Background: an optimization exercise with open tools, aiming at small area, a short achievable clock period and few clock cycles per item. Do not read the settings as production practice. No functional check of the RTL was part of any run shown here. Power figures rest on the tool's default switching activity, not on a simulated workload.

==> flow/design.v (outline; a module is shown in full before it is edited, if it fits) <==
// module dmme_fa: 10 lines
// module dmme_ha: 9 lines
// module dmme_iha: 9 lines
// module dmme_top: 1938 lines
module dmme_top (
    input  logic  clk_in,
    input  logic  rst,
    input  logic  req,
    output logic  ack,
    input  dmme_data_pkg::elem_t a00,
    input  dmme_data_pkg::elem_t a01,
    input  dmme_data_pkg::elem_t a10,
    input  dmme_data_pkg::elem_t a11,
    input  dmme_data_pkg::elem_t b00,
    input  dmme_data_pkg::elem_t b01,
    input  dmme_data_pkg::elem_t b10,
    input  dmme_data_pkg::elem_t b11,
    output dmme_data_pkg::acc_t  c00,
    output dmme_data_pkg::acc_t  c01,
    output dmme_data_pkg::acc_t  c10,
    output dmme_data_pkg::acc_t  c11
);
  // ...
==> flow/run.sh <==
#!/bin/bash
# synth_recipe.tcl (not shown) runs the flow's synth.tcl, then flattens the netlist and writes it again
# the make line also repeats each setting of config.mk as NAME=value (left out here)
make -C /OpenROAD-flow-scripts/flow DESIGN_CONFIG=/design/flow/config.mk WORK_HOME=/design/flow/orfs CLKGATE_MAP_FILE= SYNTH_SCRIPT=/design/flow/synth_recipe.tcl finish
==> flow/config.mk <==
export PLATFORM = sky130hd
export DESIGN_NAME = dmme_top
export DESIGN_NICKNAME = dmme_top
export VERILOG_FILES = /design/flow/design.v
export SDC_FILE = /design/flow/constraint.sdc
export NUM_CORES = 4
export LEC_CHECK = 0
export CAP_MARGIN = 20
export CORE_MARGIN = 2
export CORE_UTILIZATION = 40
export PLACE_DENSITY = 0.6
export SETUP_SLACK_MARGIN = 2.5
export SLEW_MARGIN = 20
export SYNTH_HIERARCHICAL = 1
export SYNTH_MINIMUM_KEEP_SIZE = 0
==> flow/constraint.sdc <==
create_clock -name core_clock -period 7.0 [get_ports {clk_in}]
set_input_delay 1.4000 -clock core_clock [delete_from_list [all_inputs] [get_ports {clk_in}]]
set_output_delay 1.4000 -clock core_clock [all_outputs]
set_load 0.01 [all_outputs]
==> flow_results.xml, run 1 <==
<?xml version="1.0" encoding="UTF-8"?>
<metrics>
  <group name="sta">
    <metric name="finalCriticalPeriod" unit="ps">4463</metric>
    <metric name="worstMarginPinSlew" unit="ps">915.7</metric>
    <metric name="timing.setup.tns" unit="ps">0</metric>
    <metric name="setup_violations" unit="">0</metric>
  </group>
  <group name="cts">
    <metric name="holdBufCountCts" unit="">0</metric>
  </group>
  <group name="place">
    <metric name="dp_hpwl" unit="µm">34110</metric>
    <metric name="io_buffer_count" unit="">135</metric>
    <metric name="routabilityCongestion" unit="">0.8543</metric>
  </group>
  <group name="yosys">
    <metric name="synthesis.area_per_instance" unit="µm²">9.728</metric>
    <metric name="dominant_combinational_cell_family_by_area_after_synthesis" unit="">adder cells</metric>
    <metric name="synth_area" unit="µm²">17010</metric>
    <metric name="netlist-cell-type-count" unit="">53</metric>
    <metric name="ys_top_cells_by_area" unit="">sky130_fd_sc_hd__fa_1 (46%), sky130_fd_sc_hd__dfxtp_1 (17%), sky130_fd_sc_hd__nand2_1 (12%)</metric>
  </group>
  <group name="grt">
    <metric name="grt_use_met2" unit="%">36.54</metric>
    <metric name="global_routing_met1_resource_utilization" unit="%">26.09</metric>
    <metric name="grt.busiest_layer" unit="">met2</metric>
    <metric name="grt_pass1_wl" unit="µm">70960</metric>
  </group>
  <group name="drt">
    <metric name="vias" unit="">12250</metric>
    <metric name="detail_route.vias_per_cell" unit="">5.243</metric>
    <metric name="routed_wire_length_per_instance" unit="µm">18.79</metric>
    <metric name="antenna_left" unit="">0</metric>
    <metric name="met1Wirelength" unit="µm">17430</metric>
    <metric name="remaining_drc_errors" unit="">0</metric>
  </group>
  <group name="status">
    <metric name="status" unit="">complete, no violations</metric>
  </group>
  <group name="layout">
    <metric name="area_used_by_sequential_logic_in_the_layout" unit="µm²">2908</metric>
    <metric name="nClkBuffers" unit="">21</metric>
    <metric name="non_cts_inverters" unit="">170</metric>
    <metric name="cell_kind_with_the_greatest_summed_area" unit="">multi-input combinational cells</metric>
    <metric name="multi_input_combinational_area_share" unit="%">67.96</metric>
    <metric name="instances_no_fill" unit="">2336</metric>
    <metric name="seq_area_share" unit="%">15.10</metric>
    <metric name="final_cell_mix" unit="">sky130_fd_sc_hd__nand2_1 (534), sky130_fd_sc_hd__fa_1 (387), sky130_fd_sc_hd__inv_1 (169)</metric>
  </group>
  <group name="critical_path">
    <metric name="cp_cell_sequence" unit="">dlygate4sd2_1 -&gt; nand2_1 -&gt; fa_1 -&gt; fa_1 -&gt; fa_1 -&gt; fa_1 -&gt; fa_1</metric>
    <metric name="worst_ep_arrival_time" unit="ps">4790</metric>
    <metric name="worstSetupStartpoint" unit="">a01[4]</metric>
    <metric name="slowest_delay" unit="ps">760</metric>
  </group>
  <group name="die">
    <metric name="tap-cell-count" unit="">539</metric>
    <metric name="die_x" unit="µm">210.2</metric>
    <metric name="core-area" unit="µm²">41950</metric>
  </group>
  <group name="pwr">
    <metric name="pwr.group.combinational" unit="W">0.00710</metric>
    <metric name="cellPowerDensity" unit="nW/µm²">483.0</metric>
    <metric name="share_comb_of_total_power" unit="%">76.4</metric>
    <metric name="power_report.internal_total" unit="W">0.005171</metric>
    <metric name="static-leakage-power" unit="nW">7.981</metric>
  </group>
</metrics>
==> run 2: changes to the inputs <==
--- a/flow/config.mk
+++ b/flow/config.mk
@@ -9,7 +9,7 @@
 export CORE_MARGIN = 2
 export CORE_UTILIZATION = 40
 export PLACE_DENSITY = 0.6
-export SETUP_SLACK_MARGIN = 2.5
+export SETUP_SLACK_MARGIN = 2.8
 export SLEW_MARGIN = 20
 export SYNTH_HIERARCHICAL = 1
 export SYNTH_MINIMUM_KEEP_SIZE = 0
==> flow_results.xml, run 2 <==
<?xml version="1.0" encoding="UTF-8"?>
<metrics>
  <group name="sta">
    <metric name="timing.setup.tns" unit="ps">0</metric>
    <metric name="timing_max_transition_violations_final" unit="">0</metric>
    <metric name="hold_viol_final" unit="">0</metric>
    <metric name="worstMarginPinSlew" unit="ps">813.0</metric>
    <metric name="layout_worst_path_cycle_share" unit="%">60.50</metric>
    <metric name="setup_violations" unit="">0</metric>
    <metric name="rsz_0062_raised_after_global_routing" unit="">true</metric>
    <metric name="relative_slew_slack" unit="%">45.80</metric>
    <metric name="finalCriticalPeriod" unit="ps">4235</metric>
    <metric name="max_freq" unit="MHz">236.1</metric>
  </group>
  <group name="run">
    <metric name="drv.max_cap_violation_count" unit="">0</metric>
  </group>
  <group name="cts">
    <metric name="clock_slew_seen_by_the_registers_of_the_worst_setup_and_hold_paths" unit="ps">60</metric>
    <metric name="max-clock-path-buffers" unit="">2</metric>
    <metric name="holdBufCountCts" unit="">0</metric>
    <metric name="htree_levels" unit="">4</metric>
    <metric name="cts_root_buf" unit="">sky130_fd_sc_hd__clkbuf_16</metric>
    <metric name="tritoncts_num_sinks" unit="">145</metric>
    <metric name="cts-buffers-inserted" unit="">17</metric>
    <metric name="tritoncts" unit="">yes</metric>
  </group>
  <group name="yosys">
    <metric name="synth-compound-area-share" unit="%">6.188</metric>
    <metric name="syn-instance-count" unit="">1748</metric>
    <metric name="async_flop_share" unit="%">0.6897</metric>
    <metric name="synth-edff-count" unit="">0</metric>
    <metric name="synthSimpleGateAreaFrac" unit="%">13.82</metric>
    <metric name="synth_largest_type_area_fraction" unit="%">45.68</metric>
    <metric name="netlist-cell-type-count" unit="">53</metric>
    <metric name="yosysTopAreaCell" unit="">sky130_fd_sc_hd__fa_1</metric>
    <metric name="synthMostInstantiatedCell" unit="">sky130_fd_sc_hd__nand2_1</metric>
    <metric name="synthesized_flop_and_latch_total" unit="">145</metric>
    <metric name="synthesis.area_per_instance" unit="µm²">9.728</metric>
    <metric name="synth_area" unit="µm²">17010</metric>
    <metric name="post_synth_fa_ha_maj_area_fraction" unit="%">53.33</metric>
    <metric name="yosys_warnings" unit="">7</metric>
    <metric name="dominant_combinational_cell_family_by_area_after_synthesis" unit="">adder cells</metric>
    <metric name="ys_top_cells_by_count" unit="">sky130_fd_sc_hd__nand2_1 (534), sky130_fd_sc_hd__fa_1 (388), sky130_fd_sc_hd__inv_1 (170)</metric>
    <metric name="ys.flop_type" unit="">sky130_fd_sc_hd__dfxtp_1</metric>
    <metric name="ys_top_cells_by_area" unit="">sky130_fd_sc_hd__fa_1 (46%), sky130_fd_sc_hd__dfxtp_1 (17%), sky130_fd_sc_hd__nand2_1 (12%)</metric>
    <metric name="synth_seq_area_share" unit="%">17.10</metric>
    <metric name="synth.area.mux_share" unit="%">0</metric>
    <metric name="synthXorXnorAreaFrac" unit="%">2.524</metric>
  </group>
  <group name="die">
    <metric name="floorplan.io_pins" unit="">140</metric>
    <metric name="row_cnt" unit="">75</metric>
    <metric name="die_x" unit="µm">210.2</metric>
    <metric name="effective_utilization_at_floorplan" unit="%">40.54</metric>
    <metric name="core-area" unit="µm²">41950</metric>
    <metric name="die_height" unit="µm">210.2</metric>
    <metric name="die_area" unit="µm²">44180</metric>
  </group>
  <group name="pwr">
    <metric name="p_seq_share" unit="%">13.5</metric>
    <metric name="cellPowerDensity" unit="nW/µm²">494.0</metric>
    <metric name="switching_share" unit="%">44.49</metric>
    <metric name="static-leakage-power" unit="nW">8.099</metric>
    <metric name="power_report.internal_total" unit="W">0.005459</metric>
    <metric name="vdd_drop_max" unit="mV">0.5092</metric>
    <metric name="switching_power" unit="W">0.004376</metric>
    <metric name="p_clk_share" unit="%">10.6</metric>
    <metric name="share_comb_of_total_power" unit="%">75.9</metric>
    <metric name="report.power.total" unit="W">0.009835</metric>
  </group>
  <group name="layout">
    <metric name="instances_no_fill" unit="">2356</metric>
    <metric name="post_route_cells_drive_above_1_share" unit="%">13.93</metric>
    <metric name="areaGrowthSynthToFinish" unit="%">17.09</metric>
    <metric name="layout.cells.most_common" unit="">sky130_fd_sc_hd__nand2_1</metric>
    <metric name="final_cell_mix" unit="">sky130_fd_sc_hd__nand2_1 (532), sky130_fd_sc_hd__fa_1 (370), sky130_fd_sc_hd__inv_1 (160)</metric>
    <metric name="layout.cell_area.non_filler" unit="µm²">19910</metric>
    <metric name="layout.nets" unit="">2363</metric>
    <metric name="fillers" unit="">3895</metric>
  </group>
  <group name="drt">
    <metric name="remaining_drc_errors" unit="">0</metric>
    <metric name="antenna_left" unit="">0</metric>
    <metric name="detail_route.vias_per_cell" unit="">5.212</metric>
    <metric name="routed_wire_length_per_instance" unit="µm">17.97</metric>
    <metric name="drt-initial-drc-count" unit="">599</metric>
    <metric name="drt_pre_antenna_iters" unit="">5</metric>
    <metric name="vias" unit="">12280</metric>
    <metric name="finalWirelength" unit="µm">42350</metric>
  </group>
  <group name="critical_path">
    <metric name="crit_path_end_kind" unit="">output port</metric>
    <metric name="cp_cell_sequence" unit="">inv_2 -&gt; ha_4 -&gt; inv_2 -&gt; fa_2 -&gt; a211oi_2 -&gt; nor2_2 -&gt; o32a_1 -&gt; a211oi_2 -&gt; buf_4 -&gt; buf_6 -&gt; xor2_1 -&gt; buf_2</metric>
    <metric name="worst_ep_arrival_time" unit="ps">2830</metric>
    <metric name="slowest_delay" unit="ps">370</metric>
    <metric name="crit_fanout" unit="">3</metric>
    <metric name="cpLargestDelayFamily" unit="">compound AO/OA/AOI/OAI gates</metric>
    <metric name="setup.worst_path.start_class" unit="">flip-flop</metric>
    <metric name="required" unit="ps">5600</metric>
    <metric name="critical_path.slowest_cell" unit="">sky130_fd_sc_hd__fa_2</metric>
    <metric name="timing_worst_setup_path_type" unit="">reg -&gt; out</metric>
    <metric name="timing.critical_path.buf_inv" unit="">5</metric>
  </group>
  <group name="place">
    <metric name="io_buffer_count" unit="">135</metric>
    <metric name="routabilityCongestion" unit="">0.8327</metric>
    <metric name="dp_hpwl" unit="µm">32710</metric>
    <metric name="post-place-cells" unit="">2294</metric>
    <metric name="place_area" unit="µm²">18570</metric>
  </group>
  <group name="grt">
    <metric name="grt_pass1_wl" unit="µm">68770</metric>
    <metric name="globalRouteOverflowTotal" unit="">0</metric>
    <metric name="grt_antenna_before_repair" unit="">1</metric>
    <metric name="grt_max_degree" unit="">17</metric>
    <metric name="grt_pass1_vias" unit="">13460</metric>
    <metric name="grt_util_all_layers" unit="%">20.15</metric>
  </group>
  <group name="status">
    <metric name="status" unit="">complete, no violations</metric>
  </group>
  <group name="worst_hold_path">
    <metric name="holdCritPathClass" unit="">in -&gt; async</metric>
  </group>
</metrics>
[run 2: how the worst max path moves through the flow]
stage | startpoint | to | cells past startpoint
final | t11_p1_0_0_q | c11[12] | 12
after global routing | t11_p1_0_0_q | c11[12] | 12
after CTS | t11_p1_0_0_q | c11[16] | 11
after detailed placement | b00[1] | t00_n197_q | 7
after global placement | b00[1] | t10_n197_q | 7
after floorplan | b11[6] | t11_n197_q | 8
[run 2: repair_timing]
action                     4_1_cts  5_1_grt
cloned                           0        1
setup buffers                   16       13
resized for setup              318       89
setup endpoints to repair       90       39
pin swaps                       38       46
[run 2: area by class of cell]
cell class | count | area, µm² | area share (%)
well taps | 539 | 674.4 | 3.387
multi-input cells | 1298 | 13400 | 67.29
flip-flops and latches | 145 | 2920 | 14.67
clock inverters | 9 | 201.4 | 1.012
clock buffers | 22 | 484.2 | 2.432
diodes | 1 | 2.502 | 0.01257
repair buffers | 172 | 1590 | 7.987
inverters | 170 | 640.6 | 3.217
[run 2: power groups by stage]
stage / sequential [W] / combinational (W) / clock [W]
after floorplan: 0.00130 / 0.00431 / 0
after detailed placement: 0.00134 / 0.00711 / 0
after global routing: 0.00136 / 0.00827 / 0.00111
after global placement: 0.00133 / 0.00702 / 0
final: 0.00133 / 0.00747 / 0.00104
after CTS: 0.00133 / 0.00731 / 0.00107
[run 2: stage by stage]
stage / worst slack (ps) / util [%] / hold slack, ps
final: 2765 / 47.47 / 1090
after global routing: 2637 / 47.47 / 1070
after CTS: 2655 / 46.82 / 1057
after detailed placement: 1827 / 44.26 / 1550
after global placement: 1838 / 44.26 / 1551
after floorplan: 2768 / - / 1104
[run 2: routing by layer]
metal	vias up	global-route usage, %	share of wire (%)
met3	52	3.725	5.6
met5	-	0	0
met4	0	5.551	2.1
li1	5426	-	-
met2	400	36.31	53
met1	6401	24.70	39
[run 2: cells by family after synthesis]
group                    Yosys count
AND/OR/NAND/NOR                  600
adder cells (fa/ha/maj)          492
buffers and inverters            308
AO/OA/AOI/OAI                    153
flip-flops                       145
XOR/XNOR                          49
other                              1
[run 2: modules after synthesis, one instance, submodules excluded]
module    cell area, µm²  copies in the design
dmme_fa            20.02                   384
dmme_iha           27.53                    36
dmme_top            8327                     1
==> run 3: changes to the inputs <==
--- a/flow/config.mk
+++ b/flow/config.mk
@@ -9,7 +9,7 @@
 export CORE_MARGIN = 2
 export CORE_UTILIZATION = 40
 export PLACE_DENSITY = 0.6
-export SETUP_SLACK_MARGIN = 2.8
+export SETUP_SLACK_MARGIN = 3.1
 export SLEW_MARGIN = 20
 export SYNTH_HIERARCHICAL = 1
 export SYNTH_MINIMUM_KEEP_SIZE = 0
==> flow_results.xml, run 3 <==
<?xml version="1.0" encoding="UTF-8"?>
<metrics>
  <group name="sta">
    <metric name="rsz_0062_raised_after_global_routing" unit="">true</metric>
    <metric name="relative_slew_slack" unit="%">64.19</metric>
    <metric name="timing.setup.tns" unit="ps">0</metric>
    <metric name="max_freq" unit="MHz">235.4</metric>
    <metric name="worstMarginPinSlew" unit="ps">537.1</metric>
    <metric name="timing.hold.ws" unit="ps">1086</metric>
    <metric name="finalCriticalPeriod" unit="ps">4248</metric>
    <metric name="hold_viol_final" unit="">0</metric>
    <metric name="timing_max_transition_violations_final" unit="">0</metric>
    <metric name="setup_violations" unit="">0</metric>
    <metric name="layout_worst_path_cycle_share" unit="%">60.68</metric>
  </group>
  <group name="grt">
    <metric name="grt_antenna_before_repair" unit="">0</metric>
    <metric name="grt_util_all_layers" unit="%">21.26</metric>
    <metric name="globalRouteOverflowTotal" unit="">0</metric>
    <metric name="grt_max_degree" unit="">17</metric>
    <metric name="grt_pass1_vias" unit="">14130</metric>
    <metric name="grt_pass1_wl" unit="µm">72510</metric>
  </group>
  <group name="yosys">
    <metric name="synth_largest_type_area_fraction" unit="%">45.68</metric>
    <metric name="synthesized_flop_and_latch_total" unit="">145</metric>
    <metric name="synthMostInstantiatedCell" unit="">sky130_fd_sc_hd__nand2_1</metric>
    <metric name="syn-instance-count" unit="">1748</metric>
    <metric name="ys_top_cells_by_area" unit="">sky130_fd_sc_hd__fa_1 (46%), sky130_fd_sc_hd__dfxtp_1 (17%), sky130_fd_sc_hd__nand2_1 (12%)</metric>
    <metric name="ys_top_cells_by_count" unit="">sky130_fd_sc_hd__nand2_1 (534), sky130_fd_sc_hd__fa_1 (388), sky130_fd_sc_hd__inv_1 (170)</metric>
    <metric name="yosysTopAreaCell" unit="">sky130_fd_sc_hd__fa_1</metric>
    <metric name="netlist-cell-type-count" unit="">53</metric>
    <metric name="synth_seq_area_share" unit="%">17.10</metric>
    <metric name="synthesis.area_per_instance" unit="µm²">9.728</metric>
    <metric name="synth-edff-count" unit="">0</metric>
    <metric name="ys.flop_type" unit="">sky130_fd_sc_hd__dfxtp_1</metric>
    <metric name="synth_area" unit="µm²">17010</metric>
    <metric name="yosys_warnings" unit="">7</metric>
    <metric name="async_flop_share" unit="%">0.6897</metric>
  </group>
  <group name="pwr">
    <metric name="switching_share" unit="%">44.84</metric>
    <metric name="power_report.internal_total" unit="W">0.005840</metric>
    <metric name="share_comb_of_total_power" unit="%">77.9</metric>
    <metric name="vdd_drop_max" unit="mV">0.2894</metric>
    <metric name="switching_power" unit="W">0.004748</metric>
    <metric name="p_clk_share" unit="%">9.5</metric>
    <metric name="p_seq_share" unit="%">12.6</metric>
    <metric name="cellPowerDensity" unit="nW/µm²">516.1</metric>
    <metric name="static-leakage-power" unit="nW">8.410</metric>
  </group>
  <group name="die">
    <metric name="die_area" unit="µm²">44180</metric>
    <metric name="floorplan.io_pins" unit="">140</metric>
    <metric name="effective_utilization_at_floorplan" unit="%">40.54</metric>
    <metric name="core-area" unit="µm²">41950</metric>
    <metric name="die_height" unit="µm">210.2</metric>
    <metric name="die_x" unit="µm">210.2</metric>
    <metric name="row_cnt" unit="">75</metric>
  </group>
  <group name="layout">
    <metric name="areaGrowthSynthToFinish" unit="%">20.62</metric>
    <metric name="final_cell_mix" unit="">sky130_fd_sc_hd__nand2_1 (514), sky130_fd_sc_hd__fa_1 (317), sky130_fd_sc_hd__inv_1 (159)</metric>
    <metric name="layout.cells.most_common" unit="">sky130_fd_sc_hd__nand2_1</metric>
    <metric name="instances_no_fill" unit="">2408</metric>
    <metric name="layout.nets" unit="">2416</metric>
    <metric name="area_used_by_sequential_logic_in_the_layout" unit="µm²">2925</metric>
    <metric name="layout.cell_area.non_filler" unit="µm²">20510</metric>
    <metric name="multi_input_area" unit="µm²">13780</metric>
    <metric name="diodes" unit="">0</metric>
    <metric name="post_route_cells_drive_above_1_share" unit="%">22.20</metric>
    <metric name="fillers" unit="">3856</metric>
  </group>
  <group name="critical_path">
    <metric name="required" unit="ps">5600</metric>
    <metric name="worst_ep_arrival_time" unit="ps">2850</metric>
    <metric name="timing_worst_setup_path_type" unit="">reg -&gt; out</metric>
    <metric name="crit_path_end_kind" unit="">output port</metric>
    <metric name="setup.worst_path.start_class" unit="">flip-flop</metric>
    <metric name="crit_fanout" unit="">2</metric>
  </group>
  <group name="cts">
    <metric name="holdBufCountCts" unit="">0</metric>
    <metric name="cts-buffers-inserted" unit="">17</metric>
    <metric name="cts_root_buf" unit="">sky130_fd_sc_hd__clkbuf_16</metric>
    <metric name="tritoncts" unit="">yes</metric>
    <metric name="htree_levels" unit="">4</metric>
    <metric name="max-clock-path-buffers" unit="">2</metric>
    <metric name="clock_slew_seen_by_the_registers_of_the_worst_setup_and_hold_paths" unit="ps">70</metric>
    <metric name="tritoncts_num_sinks" unit="">145</metric>
  </group>
  <group name="run">
    <metric name="drv.max_cap_violation_count" unit="">0</metric>
  </group>
  <group name="drt">
    <metric name="drt-initial-drc-count" unit="">563</metric>
    <metric name="finalWirelength" unit="µm">45150</metric>
    <metric name="antenna_left" unit="">0</metric>
    <metric name="vias" unit="">12480</metric>
    <metric name="routed_wire_length_per_instance" unit="µm">18.75</metric>
    <metric name="detail_route.vias_per_cell" unit="">5.181</metric>
    <metric name="remaining_drc_errors" unit="">0</metric>
    <metric name="drt_pre_antenna_iters" unit="">5</metric>
  </group>
  <group name="status">
    <metric name="status" unit="">complete, no violations</metric>
  </group>
  <group name="place">
    <metric name="routabilityCongestion" unit="">0.8243</metric>
    <metric name="post-place-cells" unit="">2302</metric>
    <metric name="dp_hpwl" unit="µm">33600</metric>
    <metric name="io_buffer_count" unit="">135</metric>
    <metric name="place_area" unit="µm²">18800</metric>
  </group>
  <group name="worst_hold_path">
    <metric name="holdCritPathClass" unit="">in -&gt; async</metric>
  </group>
</metrics>
[run 3: changes by cell type in the layout (fill, tap and decap cells not counted), moves of 6 or more]
| cell | before | now |
|---|---|---|
| sky130_fd_sc_hd__buf_4 | 32 | 83 |
| sky130_fd_sc_hd__fa_1 | 370 | 317 |
| sky130_fd_sc_hd__clkbuf_2 | 10 | 4 |
| sky130_fd_sc_hd__o21ai_0 | 20 | 14 |
| sky130_fd_sc_hd__fa_2 | 18 | 71 |
| sky130_fd_sc_hd__clkbuf_4 | 0 | 23 |
| sky130_fd_sc_hd__clkdlybuf4s50_1 | 34 | 19 |
| sky130_fd_sc_hd__buf_2 | 19 | 40 |
| sky130_fd_sc_hd__nand2_1 | 532 | 514 |
| sky130_fd_sc_hd__buf_6 | 3 | 27 |
| sky130_fd_sc_hd__nand2_2 | 2 | 16 |
| sky130_fd_sc_hd__clkdlybuf4s15_2 | 49 | 1 |
[run 3: worst max-delay path by stage]
stage,startpoint,end,slack [ps],cells after the start
4_1_cts,t01_n173_q,c01[13],2720,8
6_report,t01_n172_q,c01[13],2750,8
3_3_place_gp,a10[3],t10_n197_q,1850,7
5_1_grt,t01_n172_q,c01[15],2640,9
2_1_floorplan,b11[3],t11_n197_q,2850,8
3_5_place_dp,a10[3],t10_n197_q,1840,7
[run 3: metrics by stage]
step	worst slack, ps	utilization (%)	total power [W]
final	2752	48.90	0.01059
after global routing	2645	48.90	0.01150
after CTS	2717	47.77	0.01003
after detailed placement	1841	44.82	0.008472
after global placement	1851	44.82	0.008394
after floorplan	2854	-	0.005678
[run 3: power groups by stage]
stage                     combinational (W)  clock, W  sequential, W
final                               0.00825   0.00100        0.00133
after global routing                0.00906   0.00107        0.00137
after CTS                           0.00767   0.00103        0.00133
after detailed placement            0.00714         0        0.00134
after global placement              0.00707         0        0.00133
after floorplan                     0.00438         0        0.00130
[run 3: logic make-up (layout without fill, tap and decap cells)]
family                     count (synthesis)  after routing  share of synthesized area (%)
other                                      1              4                        0.02205
AOI/OAI and AO/OA                        153            153                          6.188
and+or+nand+nor                          600            600                          13.82
buffers and inverters                    308            426                          7.019
xor gates and xnor gates                  49             49                          2.524
adders and majority gates                492            492                          53.33
DFF                                      145            145                          17.10
[run 3: layout make-up]
cell class              instances  area share, %
repair buffers                225          8.997
multi-input cells            1298          67.19
flip-flops and latches        145          14.26
well taps                     539          3.288
clock buffers                  21          2.245
clock inverters                10         0.8967
inverters                     170          3.123
[run 3: repair_timing]
action                                  in CTS  in global routing
endpoints found under the setup margin     143                 60
pin swaps                                   91                 69
gates resized for setup                    596                125
setup buffers                               57                 18
[run 3: routing by layer]
| layer | GRT usage (%) | wire length, µm | share of wire, % | vias up |
|---|---|---|---|---|
| met5 | 0 | 0 | 0 | - |
| met4 | 5.723 | 785 | 1.7 | 0 |
| met3 | 3.680 | 2235 | 5.0 | 52 |
| met2 | 38.41 | 24140 | 53 | 343 |
| met1 | 26.20 | 17990 | 40 | 6552 |
| li1 | - | - | - | 5528 |
[run 3: worst max-delay path: stages, from the launching register on]
cell and delay, ps:
sky130_fd_sc_hd__dfxtp_2 320, sky130_fd_sc_hd__fa_1 520, sky130_fd_sc_hd__ha_4 300, sky130_fd_sc_hd__nand4_1 110, sky130_fd_sc_hd__or3_4 430, sky130_fd_sc_hd__a31oi_4 190, sky130_fd_sc_hd__nor3_2 80, sky130_fd_sc_hd__a311oi_2 270
sky130_fd_sc_hd__buf_2 180
[run 3: modules after synthesis, one instance, submodules excluded]
module,cell area (µm²),flops+latches
dmme_fa,20.02,0
dmme_iha,27.53,0
dmme_top,8327,145

[separate check: timing with driven ports]
The results above use ideal ports. As a check the final layouts listed here were re-extracted and re-timed, cells and wires unchanged. Step 1 assumes that a clkbuf_16 drives the clock port and a buf_2 every other input. Step 2, shift: input delay + t, output delay - t, t = (earliest + latest rising clock arrival at the registers) / 2. This alone moves slack from input paths to output paths. a / b / c = no drivers / after step 1 / after step 2; a / b = the first two.
| run | t, ns | setup WS [ns] | hold WS [ns] | latest minus earliest clock arrival (ns) |
|---|---|---|---|---|
| run 1 | 0.500 | 2.537 / 2.497 / 2.007 | 1.094 / 1.070 / 1.570 | 0.017 / 0.017 |
| run 2 | 0.496 | 2.765 / 2.713 / 2.387 | 1.090 / 1.063 / 1.560 | 0.008 / 0.009 |
| run 3 | 0.491 | 2.752 / 2.701 / 2.661 | 1.086 / 1.065 / 1.556 | 0.012 / 0.012 |
After both steps every run listed still meets setup and hold. For run 1, which loses most, drivers alone change the setup slack by -0.040 ns; drivers and shift together by -0.530 ns.
